From an optimization exercise on the open Yosys and OpenROAD flow, aimed at small area, a short achievable clock period and few clock cycles per item; shortcuts taken in it are not production practice.
Power and IR drop assume default switching activity. The flow treats the clock pin as an ideal source, which a real chip does not have.

## build 68
// fir_filter
module fir_filter (
    input  logic                          clk,
    input  logic                          rst,
    input  logic signed [fir_pkg::DW-1:0] FIR_input,
    input  logic                          input_valid,
    output logic signed [fir_pkg::OW-1:0] FIR_output,
    output logic                          output_valid
);
Size in the first run: about 2100 cells after synthesis, ~58 I/O pins, about 42000 sq um of cells after synthesis.
Settings: LEC_CHECK=0, ABC_CLOCK_PERIOD_IN_PS=100, CAP_MARGIN=20, CORE_MARGIN=2, CORE_UTILIZATION=60, SLEW_MARGIN=20, SYNTH_HIERARCHICAL=1, SYNTH_MINIMUM_KEEP_SIZE=0; clock period 12.0 ns.
standard.sh (not shown) runs the stock make flow with config.mk's settings and CLKGATE_MAP_FILE= SYNTH_SCRIPT=/design/flow/synth_recipe.tcl, a recipe that flattens the netlist after the stock synthesis.
==> flow/flow/run.sh <==
#!/bin/bash
# The standard layout, with these changes to how it optimises:
#  - timing repair aims well past the required period (a setup margin),
#  - resizing may change a cell's footprint (the platform pins it otherwise),
#  - port buffers start as plain buffers instead of delay cells,
#  - the clock tree has no dummy loads.
set -euo pipefail
bash standard.sh \
  SETUP_SLACK_MARGIN=8.7 \
  MATCH_CELL_FOOTPRINT=0 \
  "BUFFER_PORTS_ARGS=-buffer_cell sky130_fd_sc_hd__buf_4" \
  "CTS_ARGS=-sink_clustering_enable -repair_clock_nets -dont_use_dummy_load -sink_clustering_size 30 -sink_clustering_max_diameter 100 -buf_list {sky130_fd_sc_hd__clkbuf_8 sky130_fd_sc_hd__clkbuf_16}" \
  finish > standard.log 2>&1
## Diff of input files: trial 58 against build 68
Settings: SYNTH_MINIMUM_KEEP_SIZE: 0 -> unset; SYNTH_HIERARCHICAL: 1 -> unset.
- Max slew of the pin with the lowest slew margin across trial 58 and build 68: trial 58
- Sort trial 58 and build 68 by combinational share of power, descending, and trial 58 comes first.
- Wire length of the first global-routing pass (lower): build 68
- Build 68 → trial 58: total power consumption of the routed design went up, post-synthesis compound-gate area fraction did not really move, final clock period utilization by the worst path went up, buffering overhead went up.
- Comparing build 68 with trial 58, the horizontal die dimension came out essentially unchanged.
- Trial 58 vs build 68: tap cell count down by a few percent
Function was not checked in any run of this note: the RTL went through the layout flow alone.

---

== run A ==
fir_filter, a different RTL version from the one above (not shown whole).
Size: roughly 1800 cells after synthesis, roughly 1100 flip-flops, ~58 I/O pins, ~37000 um^2 of cells after synthesis.
==> flow/config.mk <==
export PLATFORM = sky130hd
export DESIGN_NAME = fir_filter
export DESIGN_NICKNAME = fir_filter
export VERILOG_FILES = /design/flow/design.v
export SDC_FILE = /design/flow/constraint.sdc
export NUM_CORES = 4
export LEC_CHECK = 0
export ABC_CLOCK_PERIOD_IN_PS = 3000
export CAP_MARGIN = 20
export CORE_MARGIN = 2
export CORE_UTILIZATION = 60
export SLEW_MARGIN = 20
==> flow/constraint.sdc <==
create_clock -name core_clock -period 12.0 [get_ports {clk}]
set_input_delay 2.4000 -clock core_clock [delete_from_list [all_inputs] [get_ports {clk}]]
set_output_delay 2.4000 -clock core_clock [all_outputs]
set_load 0.01 [all_outputs]
==> flow/flow/run.sh <==
#!/bin/bash
# Standard layout, with timing repair aiming well past the required period and
# a clock tree without dummy loads.
set -euo pipefail
bash standard.sh SETUP_SLACK_MARGIN=8.5 \
  "CTS_ARGS=-sink_clustering_enable -repair_clock_nets -dont_use_dummy_load -sink_clustering_size 25 -sink_clustering_max_diameter 80" \
  finish > standard.log 2>&1
Run A: done, clean on timing, DRC and antenna
Inputs modified between run A and run B:
- ABC_CLOCK_PERIOD_IN_PS no longer set, was 3000
- CORE_UTILIZATION now 40, was 60
==> flow/run.sh (new file) <==
#!/bin/bash
# synth_recipe.tcl (not shown) runs the flow's synth.tcl, then flattens the netlist and writes it again
# the make line also repeats each setting of config.mk as NAME=value (left out here)
make -C /OpenROAD-flow-scripts/flow DESIGN_CONFIG=/design/flow/config.mk WORK_HOME=/design/flow/orfs CLKGATE_MAP_FILE= SYNTH_SCRIPT=/design/flow/synth_recipe.tcl finish
removed: flow/flow/run.sh
removed: flow/standard.sh
Compared with run A, run B shows fmax that has gone down by more than 10%. Comparing run A and run B, the higher instance count on the critical path is on run A. Compared with run A, run B is the more power-hungry design.
Modified inputs, run C compared to run B
- a change of CORE_UTILIZATION from 40 to 60
- an added ABC_CLOCK_PERIOD_IN_PS of 3000
==> flow/flow/run.sh (new file) <==
#!/bin/bash
# Standard layout, with timing repair aiming well past the required period.
set -euo pipefail
bash standard.sh SETUP_SLACK_MARGIN=8.5 finish > standard.log 2>&1
==> flow/standard.sh (new file) <==
#!/bin/bash
# synth_recipe.tcl (not shown) runs the flow's synth.tcl, then flattens the netlist and writes it again
# the make line also repeats each setting of config.mk as NAME=value (left out here)
make -C /OpenROAD-flow-scripts/flow DESIGN_CONFIG=/design/flow/config.mk WORK_HOME=/design/flow/orfs CLKGATE_MAP_FILE= SYNTH_SCRIPT=/design/flow/synth_recipe.tcl "${@:-finish}"
removed: flow/run.sh
==> comparison <==
Run C vs run B: final wirelength up by a few percent
Diff run C..run B | DRC violation count after routing | unchanged
Register-to-register slack delta (run C − run B): favourable
The run showing the greater global-route wire length before repair is run C.
Run C — total routing resource utilization after global routing 6.1 points higher, run B as reference
No run of this note included a check of the RTL's function; only the layout flow was run.

---

== the baseline ==
fir_filter, a different RTL version from the one above (not shown whole).
Size in the first run: roughly 2,100 cells after synthesis, about 42,000 sq um of cells after synthesis.
==> flow/design.v (excerpt) <==
module fir_filter (
    input  logic                          clk,
    input  logic                          rst,
    input  logic signed [fir_pkg::DW-1:0] FIR_input,
    input  logic                          input_valid,
    output logic signed [fir_pkg::OW-1:0] FIR_output,
    output logic                          output_valid
);
Settings: LEC_CHECK=0, ABC_CLOCK_PERIOD_IN_PS=100, CAP_MARGIN=20, CORE_MARGIN=2, CORE_UTILIZATION=60, SLEW_MARGIN=20, SYNTH_HIERARCHICAL=1, SYNTH_MINIMUM_KEEP_SIZE=0; clock period 12.0 ns.
==> flow/flow/run.sh <==
#!/bin/bash
# The standard layout, with these changes to how it optimises:
#  - timing repair aims well past the required period (a setup margin),
#  - resizing may change a cell's footprint (the platform pins it otherwise),
#  - port buffers start as plain buffers instead of delay cells,
#  - the clock tree has no dummy loads.
set -euo pipefail
bash standard.sh \
  SETUP_SLACK_MARGIN=8.7 \
  MATCH_CELL_FOOTPRINT=0 \
  "BUFFER_PORTS_ARGS=-buffer_cell sky130_fd_sc_hd__buf_4" \
  "CTS_ARGS=-sink_clustering_enable -repair_clock_nets -dont_use_dummy_load -sink_clustering_size 30 -sink_clustering_max_diameter 100 -buf_list {sky130_fd_sc_hd__clkbuf_8 sky130_fd_sc_hd__clkbuf_16}" \
  finish > standard.log 2>&1
In summary, the baseline completed successfully, with a layout that passed the timing, DRC and antenna checks.
Relative to the baseline, the following input files were edited for the candidate:
diff --git a/flow/flow/run.sh b/flow/flow/run.sh
--- a/flow/flow/run.sh
+++ b/flow/flow/run.sh
@@ -8,3 +8,3 @@
 bash standard.sh \
-  SETUP_SLACK_MARGIN=8.7 \
+  SETUP_SLACK_MARGIN=9.0 \
   MATCH_CELL_FOOTPRINT=0 \
==> comparison <==
Of the two candidates, the baseline has the better total power consumption of the routed design and the candidate the worse one. Clock network contribution to total cell area delta (the candidate -> the baseline): insignificant. [compare] base=the baseline new=the candidate: minimum period implied by the final worst setup slack increased 24 ps, number of buffer and inverter instances along the worst setup path level. Number of nets at the end of the flow in the candidate is 39 above the baseline. Against the baseline, the candidate reports a final area that is higher. The longest individual stage delay on the worst path of the baseline and that of the candidate are within noise of each other. Compared with the baseline, the candidate shows a higher relative area of non-clock buffer cells in the final design. Max non-clock buffer count across the baseline and the candidate: the candidate.
No functional check of the RTL was part of any run of this note.

-- re-timing with driven ports --
How much do the figures lean on ideal ports? The routed layouts below were timed once more, with nothing changed but the port constraints. Step 1: set_driving_cell puts a clkbuf_16 on clk and a buf_2 on each other input, an assumption about the parent block. Step 2 times the ports against the registers' clock, not the clock port: input delays grow and output delays shrink by t, the midpoint of the rising clock arrivals with the driver on. a / b / c = ideal / step 1 / step 2; a / b = the first two.
| run | t, ns | slack for setup (ns) | worst slew at a driven data input, ns |
|---|---|---|---|
| build 68 | 0.641 | 7.904 / 7.904 / 7.513 | 0.16 |
| trial 58 | 0.647 | 7.495 / 7.495 / 6.864 | 0.28 |
| run A | 0.657 | 6.995 / 7.004 / 6.347 | 0.20 |
| run B | 0.726 | 6.111 / 6.151 / 5.425 | 0.13 |
| run C | 0.700 | 7.077 / 7.084 / 6.384 | 0.20 |
| the baseline | 0.658 | 8.494 / 8.427 / 7.919 | 0.18 |
| the candidate | 0.654 | 8.469 / 8.406 / 7.938 | 0.30 |
After both steps every run listed still meets setup and hold. For run C, which loses most, drivers alone change the setup slack by +0.007 ns; drivers and shift together by -0.693 ns.
